Source: an optimization exercise on an open RTL-to-GDS flow (aim: small area and a short achievable clock period). Production flows keep margins and buffers that such runs may drop.
The RTL was checked by simulation tests, not by an equivalence proof against the original design.
Power is estimated from default activity; no workload was simulated. The clock port is modelled as an ideal driver; clocking choices that lean on that would not hold on a real chip.

Setup of willow:
Design writeBufferCtrl, start of the top module:
module writeBufferCtrl (
    input  logic                            clk,
    input  logic                            rst,
    input  logic [wbPkg::dataWidth-1:0]     writeData,
    input  logic [wbPkg::userWidth-1:0]     writeDataUser,
    input  logic [wbPkg::idWidth-1:0]       writeDataID,
    input  logic [wbPkg::burstLength-1:0]   writeDataStrb,
    input  logic                            writeDataLast,
    input  logic                            writeDataValid,
    input  logic                            writeDataACKReady,
    output logic                            writeDataACKValid,
    output logic [wbPkg::userWidth-1:0]     writeDataACKUser,
    output logic [wbPkg::idWidth-1:0]       writeDataACKID,
    output logic                            writeBufferFull,
    input  logic [wbPkg::idWidth-1:0]       writeBufferAllocID,
    input  logic [wbPkg::userWidth-1:0]     writeBufferAllocUser,
    input  logic                            writeBufferAllocValid,    
    output logic [wbPkg::windowWidth-1:0]   writeRequestWindow,
    input  logic                            phyWriteModeFIFOReady,
    input  logic                            writeModeACK,
    output logic [wbPkg::dataWidth-1:0]     readData,
    output logic                            readDataLast,
    output logic                            readDataValid,
    output logic                            readDataStrb
);
Size: ~4300 flip-flops, about 130000 um2 of cells after synthesis.
export LEC_CHECK = 0
export CAP_MARGIN = 20
export CORE_MARGIN = 2
export CORE_UTILIZATION = 60
export PLACE_DENSITY = 0.7
export SETUP_SLACK_MARGIN = 1.2
export SLEW_MARGIN = 20
create_clock -name core_clock -period 3.5 [get_ports {clk}]
standard.sh (not shown) runs the stock make flow with config.mk's settings and CLKGATE_MAP_FILE= SYNTH_SCRIPT=/design/flow/synth_recipe.tcl, a recipe that flattens the netlist after the stock synthesis.
==> flow/flow/run.sh <==
#!/bin/bash
# Standard layout, with the clock tree built from clkbuf_16 only, in larger
# sink clusters and without dummy balancing loads; ports buffered with buf_2.
set -euo pipefail
export BUFFER_PORTS_ARGS="-buffer_cell sky130_fd_sc_hd__buf_2"
export CTS_ARGS="-sink_clustering_enable -repair_clock_nets -dont_use_dummy_load -sink_clustering_size 32 -sink_clustering_max_diameter 80 -buf_list sky130_fd_sc_hd__clkbuf_16 -root_buf sky130_fd_sc_hd__clkbuf_16"
bash standard.sh finish > make_finish.log 2>&1
Having completed the whole flow, willow delivered a layout that passed the timing, design-rule and antenna checks.
Input changes introduced in maple (baseline for comparison: willow):
Settings: SLEW_MARGIN changed from 20 to 10; CAP_MARGIN changed from 20 to 10.
maple was carried through to the last stage, and its layout satisfied the timing, design-rule and antenna checks. Comparing willow against maple, there is no change at all in vertical die dimension. willow → maple: met1 usage in global routing essentially unchanged, overall power consumption roughly the same, largest vdd supply drop comparable, cell area after technology mapping stayed essentially flat. Reported for maple and willow, fraction of synthesis flops using an asynchronous set or reset pin turned out identical to the last digit. maple against willow: met2 wire length stayed essentially flat, global-route wire length before repair shows no meaningful change. Synthesized cell count essentially unchanged between maple and willow. maple -> willow: sequential share of layout area delta 0, exact match.
What quartz does differently from maple at the input level:
Settings: PLACE_DENSITY: 0.7 -> 0.75; SETUP_SLACK_MARGIN: 1.2 -> 1.35; CAP_MARGIN: 10 -> 20; SLEW_MARGIN: 10 -> 20; CORE_UTILIZATION: 60 -> 67.
==> flow/flow/run.sh <==
#!/bin/bash
# Standard layout, with the clock tree built from clkbuf_16 only, in larger
# sink clusters and without dummy balancing loads; ports buffered with buf_2.
set -euo pipefail
export BUFFER_PORTS_ARGS="-buffer_cell sky130_fd_sc_hd__buf_2"
export CTS_ARGS="-sink_clustering_enable -repair_clock_nets -dont_use_dummy_load -sink_clustering_size 28 -sink_clustering_max_diameter 60 -buf_list sky130_fd_sc_hd__clkbuf_16 -root_buf sky130_fd_sc_hd__clkbuf_16"
bash standard.sh finish > make_finish.log 2>&1
quartz vs. maple: number of inserted diodes shows no meaningful change; minimum hold slack shows a reduction of 0.029 ns; routed wire length shows an increase of 16%.
The lower proportion of cell area occupied by registers came out of quartz.
The routability-driven placement congestion ratio of quartz is higher than that of maple.
Modified inputs, nickel compared to quartz
Settings: CORE_UTILIZATION changed from 67 to 60; PLACE_DENSITY changed from 0.75 to 0.7.
==> flow/flow/run.sh <==
#!/bin/bash
# Standard layout, with the clock tree built from clkbuf_16 only, in larger
# sink clusters and without dummy balancing loads; ports buffered with buf_2.
set -euo pipefail
export BUFFER_PORTS_ARGS="-buffer_cell sky130_fd_sc_hd__buf_2"
export CTS_ARGS="-sink_clustering_enable -repair_clock_nets -dont_use_dummy_load -sink_clustering_size 32 -sink_clustering_max_diameter 80 -buf_list sky130_fd_sc_hd__clkbuf_16 -root_buf sky130_fd_sc_hd__clkbuf_16"
bash standard.sh finish > make_finish.log 2>&1
[summary]
In nickel the worst setup slack turned out 0.016 ns higher than in quartz. Delta (nickel minus quartz): count of instances resized after the clock tree is built shows a reduction of 13%, number of nets in the layout shows a reduction of about 0.36%, first-pass GRT wire length shows a reduction of 13%. Highest achievable clock rate: nickel better than quartz.
Relative to nickel, the following input files were edited for xenon:
Settings: PLACE_DENSITY now 0.72, was 0.7; CORE_UTILIZATION now 63, was 60; SETUP_SLACK_MARGIN now 1.2, was 1.35.
Findings:
nickel → xenon: reg-to-reg setup timing slack held, chip height went down about 2.4%, final RePlAce weighted congestion went up about 5%. Re number of global-route vias before repair: nickel and xenon aren't equal, and the higher value belongs to xenon. Changes observed in xenon relative to nickel: cell area lost 590 um2, routed wire length lost 3.6 mm. Leakage power in xenon is about 0.32% lower than in nickel. The run showing the greater largest net degree at the start of global routing is nickel. Comparing xenon with nickel, the power consumed by the clock network came out essentially unchanged. xenon: number of placement rows 4 below nickel. Xor and xnor fraction of the mapped netlist area came out exactly the same in nickel and xenon.
The following lists how yarrow was set up differently from xenon:
Settings: changing PLACE_DENSITY from 0.72 to 0.7; changing CORE_UTILIZATION from 63 to 60.
==> flow/flow/run.sh <==
#!/bin/bash
# Standard layout, with the clock tree built from clkbuf_16 only, in larger
# sink clusters and without dummy balancing loads; ports buffered with buf_2.
set -euo pipefail
export BUFFER_PORTS_ARGS="-buffer_cell sky130_fd_sc_hd__buf_2"
export CTS_ARGS="-sink_clustering_enable -repair_clock_nets -dont_use_dummy_load -sink_clustering_size 32 -sink_clustering_max_diameter 60 -buf_list sky130_fd_sc_hd__clkbuf_16 -root_buf sky130_fd_sc_hd__clkbuf_16"
bash standard.sh finish > make_finish.log 2>&1
==> comparison <==
- Logic depth of the worst register-to-register path: yarrow vs xenon up 1
- Taking xenon as the reference, in yarrow total length of routed met3 wires up 290 um; fraction of standard cell area in multi-input logic flat.

---

The RTL this note starts from:
==> flow/design.v <==
package wbPkg;
    localparam int dataWidth   = 64;           
    localparam int userWidth   = 1;            
    localparam int idWidth     = 4;            
    localparam int burstLength = 8;            
    localparam int bufferDepth = 8;            
    localparam int slotWidth    = $clog2(bufferDepth);         
    localparam int beatWidth    = $clog2(burstLength);         
    localparam int memAddrWidth = slotWidth + beatWidth;       
    localparam int windowWidth  = $clog2(bufferDepth + 1);
endpackage
`timescale 1ns/100ps
module writeBufferCtrl (
    input  logic                            clk,
    input  logic                            rst,
    input  logic [wbPkg::dataWidth-1:0]     writeData,
    input  logic [wbPkg::userWidth-1:0]     writeDataUser,
    input  logic [wbPkg::idWidth-1:0]       writeDataID,
    input  logic [wbPkg::burstLength-1:0]   writeDataStrb,
    input  logic                            writeDataLast,
    input  logic                            writeDataValid,
    input  logic                            writeDataACKReady,
    output logic                            writeDataACKValid,
    output logic [wbPkg::userWidth-1:0]     writeDataACKUser,
    output logic [wbPkg::idWidth-1:0]       writeDataACKID,
    output logic                            writeBufferFull,
    input  logic [wbPkg::idWidth-1:0]       writeBufferAllocID,
    input  logic [wbPkg::userWidth-1:0]     writeBufferAllocUser,
    input  logic                            writeBufferAllocValid,    
    output logic [wbPkg::windowWidth-1:0]   writeRequestWindow,
    input  logic                            phyWriteModeFIFOReady,
    input  logic                            writeModeACK,
    output logic [wbPkg::dataWidth-1:0]     readData,
    output logic                            readDataLast,
    output logic                            readDataValid,
    output logic                            readDataStrb
);
    localparam int N  = wbPkg::bufferDepth;
    localparam int L  = wbPkg::burstLength;
    localparam int DW = wbPkg::dataWidth;
    localparam int BW = wbPkg::beatWidth;
    logic [N-1:0]                       validVector;
    logic [N-1:0]                       issuedVector;
    logic                               full;         
    logic                               roomAck;      
    logic [N-1:0][wbPkg::idWidth-1:0]   entryID;
    logic [N-1:0][wbPkg::userWidth-1:0] entryUser;
    logic [N-1:0][L-1:0]                entryStrb;
    logic [BW-1:0]                      wrBeat;       
    logic [N-1:0]                       wrSel;        
    logic [BW-1:0]                      rdBeat;       
    logic [N-1:0]                       rdSel;        
    logic         accept, lastAccept;
    logic [N-1:0] allocOH;
    logic [BW-1:0] wrBeatNext;
    assign accept     = writeDataValid && !full;
    assign lastAccept = accept && writeDataLast;
    assign allocOH    = lastAccept ? wrSel : '0;
    assign wrBeatNext = !accept ? wrBeat : (writeDataLast ? '0 : wrBeat + 1'b1);
    assign writeBufferFull   = full;
    assign writeDataACKValid = writeDataValid && writeDataLast && writeDataACKReady && roomAck;
    assign writeDataACKID    = writeDataID;
    assign writeDataACKUser  = writeDataUser;
    always_ff @(posedge clk or negedge rst) begin
        if (!rst) begin
            writeRequestWindow <= '0;
        end else begin
            case ({lastAccept, writeModeACK})
                2'b10:   writeRequestWindow <= writeRequestWindow + 1'b1;
                2'b01:   writeRequestWindow <= writeRequestWindow - 1'b1;
                default: writeRequestWindow <= writeRequestWindow;
            endcase
        end
    end
    logic [N-1:0] issueCand, issueOH;
    always_comb begin
        for (int i = 0; i < N; i++)
            issueCand[i] = validVector[i] && !issuedVector[i]
                           && (entryID[i] == writeBufferAllocID)
                           && (entryUser[i] == writeBufferAllocUser);
    end
    always_comb begin
        issueOH = '0;
        for (int i = N - 1; i >= 0; i--)
            if (issueCand[i]) issueOH = N'(1) << i;
        if (!writeBufferAllocValid) issueOH = '0;
    end
    logic [N-1:0]  releaseOH;
    logic          readEnable, rdLast;
    logic [BW-1:0] rdBeatNext;
    assign readEnable = phyWriteModeFIFOReady && (|rdSel);
    assign rdLast     = (rdBeat == BW'(L - 1));
    assign releaseOH  = (readEnable && rdLast) ? rdSel : '0;
    assign rdBeatNext = readEnable ? rdBeat + 1'b1 : rdBeat;
    logic [N-1:0] validNext, issuedNext, freeNext, pickNext;
    assign validNext  = (validVector | allocOH) & ~releaseOH;
    assign issuedNext = (issuedVector | issueOH) & ~releaseOH & ~allocOH;
    always_comb begin
        freeNext = '0;
        pickNext = '0;
        for (int i = N - 1; i >= 0; i--) begin
            if (!validNext[i]) freeNext = N'(1) << i;
            if (issuedNext[i]) pickNext = N'(1) << i;
        end
    end
    always_ff @(posedge clk or negedge rst) begin
        if (!rst) begin
            validVector  <= '0;
            issuedVector <= '0;
            full         <= 1'b0;
            roomAck      <= 1'b1;
            wrBeat       <= '0;
            wrSel        <= N'(1);
            rdBeat       <= '0;
            rdSel        <= '0;
        end else begin
            validVector  <= validNext;
            issuedVector <= issuedNext;
            full         <= &validNext;
            roomAck      <= ~&validNext;
            wrBeat       <= wrBeatNext;
            if (wrBeatNext == '0) wrSel <= freeNext;
            rdBeat       <= rdBeatNext;
            if (rdBeatNext == '0) rdSel <= pickNext;
        end
    end
    always_ff @(posedge clk) begin
        for (int i = 0; i < N; i++) begin
            if (allocOH[i]) begin
                entryID[i]   <= writeDataID;
                entryUser[i] <= writeDataUser;
                entryStrb[i] <= writeDataStrb;
            end
        end
    end
    logic [N-1:0]    shift;
    logic [N*DW-1:0] slotHead;
    logic [N-1:0]    slotStrb;
    logic [DW-1:0]   headData;
    for (genvar i = 0; i < N; i++) begin : g_slot
        logic [L-1:0]    strbOf;
        logic [L*DW-1:0] store;      
        assign shift[i] = (writeDataValid && wrSel[i]) || (phyWriteModeFIFOReady && rdSel[i]);
        always_ff @(posedge clk) begin
            if (shift[i]) begin
                store <= {store[(L-1)*DW-1:0], writeData};
            end
        end
        assign strbOf                = entryStrb[i];
        assign slotHead[i*DW +: DW]  = {DW{rdSel[i]}} & store[L*DW-1 -: DW];
        assign slotStrb[i]           = rdSel[i] & strbOf[rdBeat];
    end
    always_comb begin
        headData = '0;
        for (int i = 0; i < N; i++)
            headData = headData | slotHead[i*DW +: DW];
    end
    always_ff @(posedge clk) begin
        readData <= headData;
    end
    always_ff @(posedge clk or negedge rst) begin
        if (!rst) begin
            readDataValid <= 1'b0;
            readDataLast  <= 1'b0;
            readDataStrb  <= 1'b0;
        end else begin
            readDataValid <= readEnable;
            readDataLast  <= readEnable && rdLast;
            readDataStrb  <= |slotStrb;
        end
    end
endmodule
export LEC_CHECK = 0
export CAP_MARGIN = 20
export CORE_MARGIN = 2
export CORE_UTILIZATION = 60
export PLACE_DENSITY = 0.7
export SLEW_MARGIN = 20
create_clock -name core_clock -period 3.5 [get_ports {clk}]
==> flow/flow/run.sh <==
#!/bin/bash
# Standard layout, with the clock tree built from clkbuf_16 only, in larger
# sink clusters and without dummy balancing loads; ports buffered with buf_2.
set -euo pipefail
export BUFFER_PORTS_ARGS="-buffer_cell sky130_fd_sc_hd__buf_2"
export CTS_ARGS="-sink_clustering_enable -repair_clock_nets -dont_use_dummy_load -sink_clustering_size 32 -sink_clustering_max_diameter 80 -buf_list sky130_fd_sc_hd__clkbuf_16 -root_buf sky130_fd_sc_hd__clkbuf_16"
bash standard.sh finish > make_finish.log 2>&1
The baseline passed the timing, design-rule and antenna checks.
Next try:
SETUP_SLACK_MARGIN = 1.0   (was default)
Outcome:
- The changed run produced a clean layout
- cell area is about the same
- sequential share of layout area barely changes
- first-iteration DRC count rises by a few percent
- non-clock buffer count climbs by 6
- worst setup slack improves by 0.42 ns
- maximum frequency came out higher by about a fifth
- core utilization is about the same
- final cell count stays flat

re-timing with driven ports:
Ports are ideal in the flow. The routed layouts listed here were re-timed in OpenROAD.
Step 1: set_driving_cell puts a clkbuf_16 on clk and a buf_2 on each other input, an assumption about the parent block.
Step 2 also shifts input and output timing later by t, the mid clock arrival at the registers, as if the neighbouring blocks saw the same clock.
Slacks: ideal / step 1 / step 2; pairs: ideal / step 1.
| run | t, ns | setup slack, ns | hold slack, ns | clock arrival spread, ns | pins driven straight from the clock port |
|---|---|---|---|---|---|
| willow | 0.891 | 1.253 / 1.171 / 0.527 | 0.170 / 0.108 / 0.343 | 0.101 / 0.101 | 1 |
| maple | 0.891 | 1.253 / 1.171 / 0.527 | 0.170 / 0.108 / 0.343 | 0.101 / 0.101 | 1 |
| quartz | 0.913 | 1.203 / 1.167 / 0.470 | 0.141 / 0.083 / 0.372 | 0.098 / 0.098 | 1 |
| nickel | 0.889 | 1.219 / 1.167 / 0.468 | 0.173 / 0.111 / 0.343 | 0.099 / 0.099 | 1 |
| xenon | 0.914 | 1.213 / 1.122 / 0.461 | 0.149 / 0.078 / 0.338 | 0.086 / 0.086 | 1 |
| yarrow | 0.923 | 1.227 / 1.136 / 0.483 | 0.142 / 0.075 / 0.355 | 0.123 / 0.122 | 1 |
| the first run of note 2 | 0.911 | 0.659 / 0.659 / 0.514 | 0.132 / 0.068 / 0.364 | 0.098 / 0.098 | 1 |
| the second run of note 2 | 0.913 | 1.082 / 1.014 / 0.644 | 0.131 / 0.068 / 0.364 | 0.095 / 0.096 | 1 |
After both steps every run listed still meets setup and hold. For xenon, which loses most, drivers alone change the setup slack by -0.091 ns; drivers and shift together by -0.752 ns.
